Context: an optimization exercise on an open-source flow, tuned for small area and a short achievable clock period. The choices shown serve that exercise and are no tape-out recipe.
Only simulation tests tie the RTL to the original design; equivalence was not proved.
Power is estimated from default activity; no workload was simulated.

==> flow/design.v <==
`timescale 1ns/1ps
module exec_core (
    input  logic        clk,
    input  logic        reset,
    input  logic        instr_valid,
    input  logic [31:0] instr,
    input  logic [31:0] instr_pc,
    output logic        wb_valid,
    output logic [2:0]  wb_addr,
    output logic [31:0] wb_data,
    output logic        branch_taken,
    output logic [31:0] branch_target
);
    logic [31:0] regs [8];
    logic [3:0]  flags;                                  
    logic [31:0] p_q, g_q;                               
    logic        cin_q;
    logic        wr_q, fl_q, ar_q, br_q, bc_q;           
    logic        sr_q, sl_q;                             
    logic [3:0]  sa_q, sb_q;                             
    logic [2:0]  dest_q;
    logic [3:0]  cond_q;
    logic [32:0] c;                                      
    logic [31:0] sum, sh, res;
    always_comb begin
        logic [31:0] gg, pp;
        gg = g_q;
        pp = p_q;
        gg[0] = g_q[0] | (p_q[0] & cin_q);
        for (int d = 1; d < 32; d = d * 2) begin
            logic [31:0] ng, np;
            ng = gg; np = pp;
            for (int i = d; i < 32; i++) begin
                ng[i] = gg[i] | (pp[i] & gg[i-d]);
                np[i] = pp[i] & pp[i-d];
            end
            gg = ng; pp = np;
        end
        c = {gg, cin_q};
    end
    assign sum = p_q ^ c[31:0];
    logic [31:0] sh1;
    always_comb begin
        sh1 = '0;
        sh  = '0;
        for (int k = 0; k < 4; k++) sh1 = sh1 | ({32{sa_q[k]}} & (p_q >> k));
        for (int k = 0; k < 4; k++) sh  = sh  | ({32{sb_q[k]}} & (sh1 >> (4 * k)));
    end
    always_comb begin
        res = sum & {32{~(sr_q | sl_q)}};
        for (int i = 0; i < 32; i++)
            res[i] = res[i] | (sr_q & sh[i]) | (sl_q & sh[31-i]);
    end
    logic cond_ok;
    always_comb begin
        case (cond_q)
            4'd0:  cond_ok = flags[2];
            4'd1:  cond_ok = ~flags[2];
            4'd2:  cond_ok = flags[1];
            4'd3:  cond_ok = ~flags[1];
            4'd4:  cond_ok = flags[3];
            4'd5:  cond_ok = ~flags[3];
            4'd6:  cond_ok = flags[0];
            4'd7:  cond_ok = ~flags[0];
            4'd8:  cond_ok = flags[1] & ~flags[2];
            4'd9:  cond_ok = ~flags[1] | flags[2];
            4'd10: cond_ok = flags[3] == flags[0];
            4'd11: cond_ok = flags[3] != flags[0];
            default: cond_ok = 1'b0;
        endcase
    end
    assign wb_valid      = wr_q;
    assign wb_addr       = dest_q;
    assign wb_data       = res;
    assign branch_taken  = br_q & (~bc_q | cond_ok);
    assign branch_target = res;
    logic [6:0]  op;
    logic [15:0] imm;
    logic [2:0]  dest, op1, op2;
    assign op   = instr[31:25];
    assign dest = instr[24:22];
    assign op1  = instr[21:19];
    assign op2  = instr[18:16];
    assign imm  = instr[15:0];
    logic is_mov, is_movt, is_clr, is_set, is_lsl, is_lsr, is_not;
    logic is_b, is_bcond, is_br, is_bra;
    logic alu_fn, is_arith, is_sub, sh_big;
    assign is_mov   = op == 7'b0000000;
    assign is_movt  = op == 7'b0000001;
    assign is_clr   = op == 7'b0000010;
    assign is_set   = op == 7'b0000011;
    assign is_lsl   = op == 7'b0000100;
    assign is_lsr   = op == 7'b0000101;
    assign is_not   = op == 7'b0110110;
    assign is_b     = op == 7'b1100000;
    assign is_bcond = op == 7'b1100001;
    assign is_br    = op == 7'b1100010;
    assign is_bra   = is_b | is_bcond | is_br;
    assign alu_fn   = ~op[6] & op[4] & (op[2:0] != 3'd0) & (op[2:0] <= 3'd5);
    assign is_arith = alu_fn & ~op[2] & (op[1:0] != 2'b11);    
    assign is_sub   = is_arith & ~op[0];
    assign sh_big   = |imm[15:5];
    logic wr_en;
    assign wr_en = alu_fn | is_not | (op[6:3] == 4'b0000 & op[2:0] <= 3'd5);
    logic        use_dest, use_pc, use_rd2;
    logic [7:0]  dec_d, dec_1, dec_2, stale, sel1, sel2;
    logic        fwd1, fwd2;
    logic [31:0] a, b, bimm;
    assign use_dest = ~op[4] & ~op[2];                   
    assign use_pc   = op[6] & ~op[1];
    assign use_rd2  = op[5] & ~op[6];
    always_comb begin
        for (int i = 0; i < 8; i++) begin
            dec_d[i] = dest == i[2:0];
            dec_1[i] = op1 == i[2:0];
            dec_2[i] = op2 == i[2:0];
            stale[i] = wr_q & (dest_q == i[2:0]);
        end
        for (int i = 0; i < 8; i++) begin
            sel1[i] = ~use_pc & (use_dest ? dec_d[i] : dec_1[i]) & ~stale[i];
            sel2[i] = use_rd2 & dec_2[i] & ~stale[i];
        end
        fwd1 = ~use_pc & |((use_dest ? dec_d : dec_1) & stale);
        fwd2 = use_rd2 & |(dec_2 & stale);
    end
    always_comb begin
        a = ({32{fwd1}} & res) | ({32{use_pc}} & instr_pc);
        b = ({32{fwd2}} & res) | ({32{~use_rd2}} & bimm);
        for (int i = 0; i < 8; i++) begin
            a = a | ({32{sel1[i]}} & regs[i]);
            b = b | ({32{sel2[i]}} & regs[i]);
        end
    end
    always_comb begin
        if (op[6])       bimm = {{14{imm[15]}}, imm, 2'b00};    
        else if (~op[4]) bimm = {imm, imm};                      
        else             bimm = {16'd0, imm};
    end
    logic [3:0] tp_hi, tp_lo, tg;
    always_comb begin
        tp_hi = 4'b0000;                                 
        tg    = 4'b0000;
        if (is_arith | is_bra) begin
            tp_hi = is_sub ? 4'b1001 : 4'b0110;          
            tg    = is_sub ? 4'b0100 : 4'b1000;          
        end else if (alu_fn) begin
            case (op[2:0])
                3'd3:    tp_hi = 4'b1000;                
                3'd4:    tp_hi = 4'b1110;                
                default: tp_hi = 4'b0110;                
            endcase
        end
        if (is_not) tp_hi = 4'b0011;
        if (is_set) tp_hi = 4'b1111;
        if (is_lsr & ~sh_big & ~imm[4]) tp_hi = 4'b1100;  
        tp_lo = tp_hi;
        if (is_mov)  begin tp_hi = 4'b1100; tp_lo = 4'b1010; end
        if (is_movt) begin tp_hi = 4'b1010; tp_lo = 4'b1100; end
    end
    logic [31:0] p_d, g_d;
    always_comb begin
        for (int i = 0; i < 32; i++) begin
            p_d[i] = ((i >= 16) ? tp_hi[{a[i], b[i]}] : tp_lo[{a[i], b[i]}]) |
                     (is_lsl & ~sh_big & ~imm[4] & a[31-i]);
            if (i < 16)
                p_d[i] = p_d[i] | (is_lsr & ~sh_big & imm[4] & a[i+16]) |
                                  (is_lsl & ~sh_big & imm[4] & a[15-i]);
            g_d[i] = tg[{a[i], b[i]}];
        end
    end
    logic [31:0] wd;
    assign wd = res & {32{~reset}};
    always_ff @(posedge clk) begin
        for (int i = 0; i < 8; i++)
            if (reset | (wr_q & dest_q == i[2:0])) regs[i] <= wd;
    end
    always_ff @(posedge clk) begin
        if (reset) begin
            flags <= 4'd0;
            wr_q  <= 1'b0;
            br_q  <= 1'b0;
            fl_q  <= 1'b0;
        end else begin
            if (fl_q) begin
                flags[3] <= res[31];
                flags[2] <= res == 32'd0;
                if (ar_q) begin
                    flags[1] <= c[32];
                    flags[0] <= c[32] ^ c[31];
                end
            end
            wr_q <= instr_valid & wr_en;
            br_q <= instr_valid & is_bra;
            fl_q <= instr_valid & alu_fn & op[3];
        end
    end
    always_ff @(posedge clk) begin
        p_q    <= p_d;
        g_q    <= g_d;
        cin_q  <= is_sub;
        ar_q   <= is_arith;
        bc_q   <= is_bcond;
        sr_q   <= is_lsr & ~sh_big;
        sl_q   <= is_lsl & ~sh_big;
        for (int k = 0; k < 4; k++) begin
            sa_q[k] <= imm[1:0] == k[1:0];
            sb_q[k] <= imm[3:2] == k[1:0];
        end
        dest_q <= dest;
        cond_q <= instr[24:21];
    end
endmodule
Settings: LEC_CHECK=0, CAP_MARGIN=20, CORE_MARGIN=2, CORE_UTILIZATION=40, PLACE_DENSITY=0.6, SLEW_MARGIN=20, TNS_END_PERCENT=0; clock period 12.0 ns.
standard.sh (not shown) runs the stock make flow with config.mk's settings and CLKGATE_MAP_FILE= SYNTH_SCRIPT=/design/flow/synth_recipe.tcl, a recipe that flattens the netlist after the stock synthesis.
==> flow/flow/run.sh <==
#!/bin/bash
# Standard layout, with plain buffers on the ports, a clock tree of fewer, larger leaf clusters
# and setup repair aimed below the clock period.
set -euo pipefail
bash standard.sh "BUFFER_PORTS_ARGS=-buffer_cell sky130_fd_sc_hd__buf_2" "SETUP_SLACK_MARGIN=7" \
  "CTS_ARGS=-sink_clustering_enable -repair_clock_nets -sink_clustering_size 20 -sink_clustering_max_diameter 60 -buf_list {sky130_fd_sc_hd__clkbuf_4 sky130_fd_sc_hd__clkbuf_8 sky130_fd_sc_hd__clkbuf_16} -dont_use_dummy_load" \
  finish > standard_flow.log 2>&1
The starting point went through all stages and came out clean.
Next try:
--- a/flow/design.v
+++ b/flow/design.v
@@ -17,7 +17,7 @@
     logic        cin_q;
     logic        wr_q, fl_q, ar_q, br_q, bc_q;           
     logic        sr_q, sl_q;                             
-    logic [3:0]  sa_q, sb_q;                             
+    logic [3:0]  amt_q;                                  
     logic [2:0]  dest_q;
     logic [3:0]  cond_q;
     logic [32:0] c;                                      
@@ -39,13 +39,7 @@
         c = {gg, cin_q};
     end
     assign sum = p_q ^ c[31:0];
-    logic [31:0] sh1;
-    always_comb begin
-        sh1 = '0;
-        sh  = '0;
-        for (int k = 0; k < 4; k++) sh1 = sh1 | ({32{sa_q[k]}} & (p_q >> k));
-        for (int k = 0; k < 4; k++) sh  = sh  | ({32{sb_q[k]}} & (sh1 >> (4 * k)));
-    end
+    assign sh  = p_q >> amt_q;                           
     always_comb begin
         res = sum & {32{~(sr_q | sl_q)}};
         for (int i = 0; i < 32; i++)
@@ -202,10 +196,7 @@
         bc_q   <= is_bcond;
         sr_q   <= is_lsr & ~sh_big;
         sl_q   <= is_lsl & ~sh_big;
-        for (int k = 0; k < 4; k++) begin
-            sa_q[k] <= imm[1:0] == k[1:0];
-            sb_q[k] <= imm[3:2] == k[1:0];
-        end
+        amt_q  <= imm[3:0];
         dest_q <= dest;
         cond_q <= instr[24:21];
     end
Outcome: Sequential cell count went down by 4; setup slack degrades by 0.19 ns; worst hold slack degrades by 0.024 ns; die area went down by about 1%; power went up by 3.3%; wire length went up by about 1%; design area is unchanged; utilization went up by 0.18 points; via count went down by 2.9%; first-iteration DRC count went down by about 10%; global-route usage went up by 0.55 points; combinational power went up by 18%.


## trial 18
RTL: the design.v shown in full above, as it stands there.
export LEC_CHECK = 0
export CAP_MARGIN = 20
export CORE_MARGIN = 2
export CORE_UTILIZATION = 40
export PLACE_DENSITY = 0.6
export SLEW_MARGIN = 20
export TNS_END_PERCENT = 0
create_clock -name core_clock -period 12.0 [get_ports {clk}]
==> flow/flow/run.sh <==
#!/bin/bash
# Standard layout, with plain buffers on the ports, a clock tree of fewer, larger leaf clusters
# and setup repair aimed below the clock period.
set -euo pipefail
bash standard.sh "BUFFER_PORTS_ARGS=-buffer_cell sky130_fd_sc_hd__buf_2" "SETUP_SLACK_MARGIN=7" \
  "CTS_ARGS=-sink_clustering_enable -repair_clock_nets -sink_clustering_size 20 -sink_clustering_max_diameter 60 -buf_list {sky130_fd_sc_hd__clkbuf_8} -dont_use_dummy_load" \
  finish > standard_flow.log 2>&1
Here is what was changed in the inputs of build 62 compared with trial 18.
--- a/flow/design.v
+++ b/flow/design.v
@@ -14,13 +14,13 @@
     logic [31:0] regs [8];
     logic [3:0]  flags;                                  
     logic [31:0] p_q, g_q;                               
     logic        cin_q;
     logic        wr_q, fl_q, ar_q, br_q, bc_q;           
     logic        sr_q, sl_q;                             
-    logic [3:0]  sa_q, sb_q;                             
+    logic [3:0]  amt_q;                                  
     logic [2:0]  dest_q;
     logic [3:0]  cond_q;
     logic [32:0] c;                                      
     logic [31:0] sum, sh, res;
     always_comb begin
         logic [31:0] gg, pp;
@@ -36,19 +36,13 @@
             end
             gg = ng; pp = np;
         end
         c = {gg, cin_q};
     end
     assign sum = p_q ^ c[31:0];
-    logic [31:0] sh1;
-    always_comb begin
-        sh1 = '0;
-        sh  = '0;
-        for (int k = 0; k < 4; k++) sh1 = sh1 | ({32{sa_q[k]}} & (p_q >> k));
-        for (int k = 0; k < 4; k++) sh  = sh  | ({32{sb_q[k]}} & (sh1 >> (4 * k)));
-    end
+    assign sh  = p_q >> amt_q;                           
     always_comb begin
         res = sum & {32{~(sr_q | sl_q)}};
         for (int i = 0; i < 32; i++)
             res[i] = res[i] | (sr_q & sh[i]) | (sl_q & sh[31-i]);
     end
     logic cond_ok;
@@ -199,14 +193,11 @@
         g_q    <= g_d;
         cin_q  <= is_sub;
         ar_q   <= is_arith;
         bc_q   <= is_bcond;
         sr_q   <= is_lsr & ~sh_big;
         sl_q   <= is_lsl & ~sh_big;
-        for (int k = 0; k < 4; k++) begin
-            sa_q[k] <= imm[1:0] == k[1:0];
-            sb_q[k] <= imm[3:2] == k[1:0];
-        end
+        amt_q  <= imm[3:0];
         dest_q <= dest;
         cond_q <= instr[24:21];
     end
 endmodule
Results
- Build 62 ran to completion and came out clean on the timing, design-rule and antenna checks.
- The capture point of the worst path comes out wb_data[11] in one run and branch_target[15] in the other, namely in build 62 and trial 18 respectively.
- Going from trial 18 to build 62, post-route standard cell area excluding fillers closely matched the old numbers, global-route wire length before repair increased by 1000 um relative to the old numbers, worst setup timing slack at the placement stage increased by 300 ps relative to the old numbers, share of the clock period used by the worst path after layout increased by 0.85 points relative to the old numbers, final worst-path setup slack decreased by 100 ps relative to the old numbers.
- Per the comparison of build 62 with trial 18, total power increased 4.1%; area added between synthesis and finish increased 1.1 points.
- Critical path's slowest cell = sky130_fd_sc_hd__dfxtp_1: trial 18; critical path's slowest cell = sky130_fd_sc_hd__mux4_2: build 62
- In build 62, filler-free cell count of the finished design is lower than in trial 18.
- Summary of build 62 over trial 18: maximum VDD drop +9.0%; number of hold-slack violations in the final timing report ~0 delta.


== middle ==
Another version of the RTL of exec_core (not shown whole).
Size: ~2000 cells after synthesis, ~340 flip-flops, ~140 I/O pins, ~21000 um2 of cells after synthesis.
==> module exec_core, before the edit <==
module exec_core (
    input  logic        clk,
    input  logic        reset,
    input  logic        instr_valid,
    input  logic [31:0] instr,
    input  logic [31:0] instr_pc,
    output logic        wb_valid,
    output logic [2:0]  wb_addr,
    output logic [31:0] wb_data,
    output logic        branch_taken,
    output logic [31:0] branch_target
);
    logic [31:0] regs [8];
    logic [3:0]  flags;                                  
    logic [31:0] p_q, g_q;                               
    logic        cin_q;
    logic        wr_q, fl_q, ar_q, br_q, bc_q;           
    logic        sr_q, sl_q;                             
    logic [4:0]  amt_q;
    logic [2:0]  dest_q;
    logic [3:0]  cond_q;
    logic [32:0] c;                                      
    logic [31:0] sum, sh, res;
    always_comb begin
        logic [31:0] gg, pp;
        gg = g_q;
        pp = p_q;
        gg[0] = g_q[0] | (p_q[0] & cin_q);
        for (int d = 1; d < 32; d = d * 2) begin
            logic [31:0] ng, np;
            ng = gg; np = pp;
            for (int i = d; i < 32; i++) begin
                ng[i] = gg[i] | (pp[i] & gg[i-d]);
                np[i] = pp[i] & pp[i-d];
            end
            gg = ng; pp = np;
        end
        c = {gg, cin_q};
    end
    assign sum = p_q ^ c[31:0];
    assign sh  = p_q >> amt_q;
    always_comb begin
        res = sum & {32{~(sr_q | sl_q)}};
        for (int i = 0; i < 32; i++)
            res[i] = res[i] | (sr_q & sh[i]) | (sl_q & sh[31-i]);
    end
    logic cond_ok;
    always_comb begin
        case (cond_q)
            4'd0:  cond_ok = flags[2];
            4'd1:  cond_ok = ~flags[2];
            4'd2:  cond_ok = flags[1];
            4'd3:  cond_ok = ~flags[1];
            4'd4:  cond_ok = flags[3];
            4'd5:  cond_ok = ~flags[3];
            4'd6:  cond_ok = flags[0];
            4'd7:  cond_ok = ~flags[0];
            4'd8:  cond_ok = flags[1] & ~flags[2];
            4'd9:  cond_ok = ~flags[1] | flags[2];
            4'd10: cond_ok = flags[3] == flags[0];
            4'd11: cond_ok = flags[3] != flags[0];
            default: cond_ok = 1'b0;
        endcase
    end
    assign wb_valid      = wr_q;
    assign wb_addr       = dest_q;
    assign wb_data       = res;
    assign branch_taken  = br_q & (~bc_q | cond_ok);
    assign branch_target = res;
    logic [6:0]  op;
    logic [15:0] imm;
    logic [2:0]  dest, op1, op2;
    assign op   = instr[31:25];
    assign dest = instr[24:22];
    assign op1  = instr[21:19];
    assign op2  = instr[18:16];
    assign imm  = instr[15:0];
    logic is_mov, is_movt, is_clr, is_set, is_lsl, is_lsr, is_not;
    logic is_b, is_bcond, is_br, is_bra;
    logic alu_fn, is_arith, is_sub, sh_big;
    assign is_mov   = op == 7'b0000000;
    assign is_movt  = op == 7'b0000001;
    assign is_clr   = op == 7'b0000010;
    assign is_set   = op == 7'b0000011;
    assign is_lsl   = op == 7'b0000100;
    assign is_lsr   = op == 7'b0000101;
    assign is_not   = op == 7'b0110110;
    assign is_b     = op == 7'b1100000;
    assign is_bcond = op == 7'b1100001;
    assign is_br    = op == 7'b1100010;
    assign is_bra   = is_b | is_bcond | is_br;
    assign alu_fn   = ~op[6] & op[4] & (op[2:0] != 3'd0) & (op[2:0] <= 3'd5);
    assign is_arith = alu_fn & ~op[2] & (op[1:0] != 2'b11);    
    assign is_sub   = is_arith & ~op[0];
    assign sh_big   = |imm[15:5];
    logic wr_en;
    assign wr_en = alu_fn | is_not | (op[6:3] == 4'b0000 & op[2:0] <= 3'd5);
    logic        use_dest, use_pc, use_rd2;
    logic [7:0]  dec_d, dec_1, dec_2, stale, sel1, sel2;
    logic        fwd1, fwd2;
    logic [31:0] a, b, bimm;
    assign use_dest = ~op[4] & ~op[2];                   
    assign use_pc   = op[6] & ~op[1];
    assign use_rd2  = op[5] & ~op[6];
    always_comb begin
        for (int i = 0; i < 8; i++) begin
            dec_d[i] = dest == i[2:0];
            dec_1[i] = op1 == i[2:0];
            dec_2[i] = op2 == i[2:0];
            stale[i] = wr_q & (dest_q == i[2:0]);
        end
        for (int i = 0; i < 8; i++) begin
            sel1[i] = ~use_pc & (use_dest ? dec_d[i] : dec_1[i]) & ~stale[i];
            sel2[i] = use_rd2 & dec_2[i] & ~stale[i];
        end
        fwd1 = ~use_pc & |((use_dest ? dec_d : dec_1) & stale);
        fwd2 = use_rd2 & |(dec_2 & stale);
    end
    always_comb begin
        a = ({32{fwd1}} & res) | ({32{use_pc}} & instr_pc);
        b = ({32{fwd2}} & res) | ({32{~use_rd2}} & bimm);
        for (int i = 0; i < 8; i++) begin
            a = a | ({32{sel1[i]}} & regs[i]);
            b = b | ({32{sel2[i]}} & regs[i]);
        end
    end
    always_comb begin
        if (op[6])       bimm = {{14{imm[15]}}, imm, 2'b00};    
        else if (~op[4]) bimm = {imm, imm};                      
        else             bimm = {16'd0, imm};
    end
    logic [3:0] tp_hi, tp_lo, tg;
    always_comb begin
        tp_hi = 4'b0000;                                 
        tg    = 4'b0000;
        if (is_arith | is_bra) begin
            tp_hi = is_sub ? 4'b1001 : 4'b0110;          
            tg    = is_sub ? 4'b0100 : 4'b1000;          
        end else if (alu_fn) begin
            case (op[2:0])
                3'd3:    tp_hi = 4'b1000;                
                3'd4:    tp_hi = 4'b1110;                
                default: tp_hi = 4'b0110;                
            endcase
        end
        if (is_not) tp_hi = 4'b0011;
        if (is_set) tp_hi = 4'b1111;
        if (is_lsr & ~sh_big) tp_hi = 4'b1100;           
        tp_lo = tp_hi;
        if (is_mov)  begin tp_hi = 4'b1100; tp_lo = 4'b1010; end
        if (is_movt) begin tp_hi = 4'b1010; tp_lo = 4'b1100; end
    end
    logic [31:0] p_d, g_d;
    always_comb begin
        for (int i = 0; i < 32; i++) begin
            p_d[i] = ((i >= 16) ? tp_hi[{a[i], b[i]}] : tp_lo[{a[i], b[i]}]) |
                     (is_lsl & ~sh_big & a[31-i]);                 
            g_d[i] = tg[{a[i], b[i]}];
        end
    end
    logic [31:0] wd;
    assign wd = res & {32{~reset}};
    always_ff @(posedge clk) begin
        for (int i = 0; i < 8; i++)
            if (reset | (wr_q & dest_q == i[2:0])) regs[i] <= wd;
    end
    always_ff @(posedge clk) begin
        if (reset) begin
            flags <= 4'd0;
            wr_q  <= 1'b0;
            br_q  <= 1'b0;
            fl_q  <= 1'b0;
        end else begin
            if (fl_q) begin
                flags[3] <= res[31];
                flags[2] <= res == 32'd0;
                if (ar_q) begin
                    flags[1] <= c[32];
                    flags[0] <= c[32] ^ c[31];
                end
            end
            wr_q <= instr_valid & wr_en;
            br_q <= instr_valid & is_bra;
            fl_q <= instr_valid & alu_fn & op[3];
        end
    end
    always_ff @(posedge clk) begin
        p_q    <= p_d;
        g_q    <= g_d;
        cin_q  <= is_sub;
        ar_q   <= is_arith;
        bc_q   <= is_bcond;
        sr_q   <= is_lsr & ~sh_big;
        sl_q   <= is_lsl & ~sh_big;
        amt_q  <= imm[4:0];
        dest_q <= dest;
        cond_q <= instr[24:21];
    end
endmodule
Settings: LEC_CHECK=0, CAP_MARGIN=20, CORE_MARGIN=2, CORE_UTILIZATION=40, CTS_BUF_LIST=sky130_fd_sc_hd__clkbuf_4 sky130_fd_sc_hd__clkbuf_8, PLACE_DENSITY=0.6, SLEW_MARGIN=20, TNS_END_PERCENT=0; clock period 12.0 ns.
==> flow/flow/run.sh <==
#!/bin/bash
# Standard layout, with plain buffers on the ports and setup repair aimed below the clock period.
set -euo pipefail
bash standard.sh "BUFFER_PORTS_ARGS=-buffer_cell sky130_fd_sc_hd__buf_2" "SETUP_SLACK_MARGIN=7" finish > standard_flow.log 2>&1
Setup changes, middle to west
--- a/flow/design.v
+++ b/flow/design.v
@@ -16,9 +16,9 @@
     logic [31:0] p_q, g_q;                               
     logic        cin_q;
     logic        wr_q, fl_q, ar_q, br_q, bc_q;           
     logic        sr_q, sl_q;                             
-    logic [4:0]  amt_q;
+    logic [3:0]  amt_q;                                  
     logic [2:0]  dest_q;
     logic [3:0]  cond_q;
     logic [32:0] c;                                      
     logic [31:0] sum, sh, res;
@@ -38,9 +38,9 @@
         end
         c = {gg, cin_q};
     end
     assign sum = p_q ^ c[31:0];
-    assign sh  = p_q >> amt_q;
+    assign sh  = p_q >> amt_q;                           
     always_comb begin
         res = sum & {32{~(sr_q | sl_q)}};
         for (int i = 0; i < 32; i++)
             res[i] = res[i] | (sr_q & sh[i]) | (sl_q & sh[31-i]);
@@ -145,18 +145,21 @@
             endcase
         end
         if (is_not) tp_hi = 4'b0011;
         if (is_set) tp_hi = 4'b1111;
-        if (is_lsr & ~sh_big) tp_hi = 4'b1100;           
+        if (is_lsr & ~sh_big & ~imm[4]) tp_hi = 4'b1100;  
         tp_lo = tp_hi;
         if (is_mov)  begin tp_hi = 4'b1100; tp_lo = 4'b1010; end
         if (is_movt) begin tp_hi = 4'b1010; tp_lo = 4'b1100; end
     end
     logic [31:0] p_d, g_d;
     always_comb begin
         for (int i = 0; i < 32; i++) begin
             p_d[i] = ((i >= 16) ? tp_hi[{a[i], b[i]}] : tp_lo[{a[i], b[i]}]) |
-                     (is_lsl & ~sh_big & a[31-i]);                 
+                     (is_lsl & ~sh_big & ~imm[4] & a[31-i]);
+            if (i < 16)
+                p_d[i] = p_d[i] | (is_lsr & ~sh_big & imm[4] & a[i+16]) |
+                                  (is_lsl & ~sh_big & imm[4] & a[15-i]);
             g_d[i] = tg[{a[i], b[i]}];
         end
     end
     logic [31:0] wd;
@@ -192,9 +195,9 @@
         ar_q   <= is_arith;
         bc_q   <= is_bcond;
         sr_q   <= is_lsr & ~sh_big;
         sl_q   <= is_lsl & ~sh_big;
-        amt_q  <= imm[4:0];
+        amt_q  <= imm[3:0];
         dest_q <= dest;
         cond_q <= instr[24:21];
     end
 endmodule
Notes after the runs:
- As of west, wire length of the first global-routing pass had fallen by a few percent compared to middle.
- The run showing the smaller fraction of the cycle the final worst path needs is middle.
- Going from middle to west, overall die width lost 4.5 um, share of power burned in the clock network has increased.
- Cmp west and middle / wire length on met2 / lower: west
- Relative to middle, sequential share of layout area increased by 2.4 points in west.
- Compared to middle, the router laid down less metal wire for west.
- Sort west and middle by proportion of synthesized chip area in sequential cells, descending, and west comes first.
- Sort west and middle by floorplan die area asc -> top: west
- west vs. middle: ratio of cells with drive above 1 in the final layout went down by 3.8 points.
- From middle to west the numbers moved as follows: portion of total power attributed to combinational logic lower, count of buffering cells on the critical path with inverters included lower.

afterwards: timing with drivers on the ports:
No port has a modelled driver above. Below, the same layouts with a new extraction and two added sets of constraints.
Step 1 sets driving cells, clkbuf_16 on the clock port and buf_2 on the other inputs (assumed; they add their load-dependent delay and slew).
Step 2, shift: input delay + t, output delay - t, t = (earliest + latest rising clock arrival at the registers) / 2. This alone moves slack from input paths to output paths.
Slacks: no drivers / after step 1 / after step 2; pairs: no drivers / after step 1.
run	t (ns)	setup WS [ns]	worst setup path after step 2
the first run of note 1	0.635	6.368 / 6.306 / 5.927	input to register
the second run of note 1	0.627	6.182 / 6.128 / 5.827	input to register
trial 18	0.688	6.285 / 6.230 / 5.729	input to register
build 62	0.690	6.183 / 6.133 / 5.815	input to register
middle	0.654	6.368 / 6.317 / 5.805	input to register
west	0.704	6.178 / 6.125 / 5.793	input to register
After both steps setup and hold are still met in every run listed. The setup slack of middle, which loses most, moves by -0.051 ns with the drivers and by -0.563 ns with both steps.
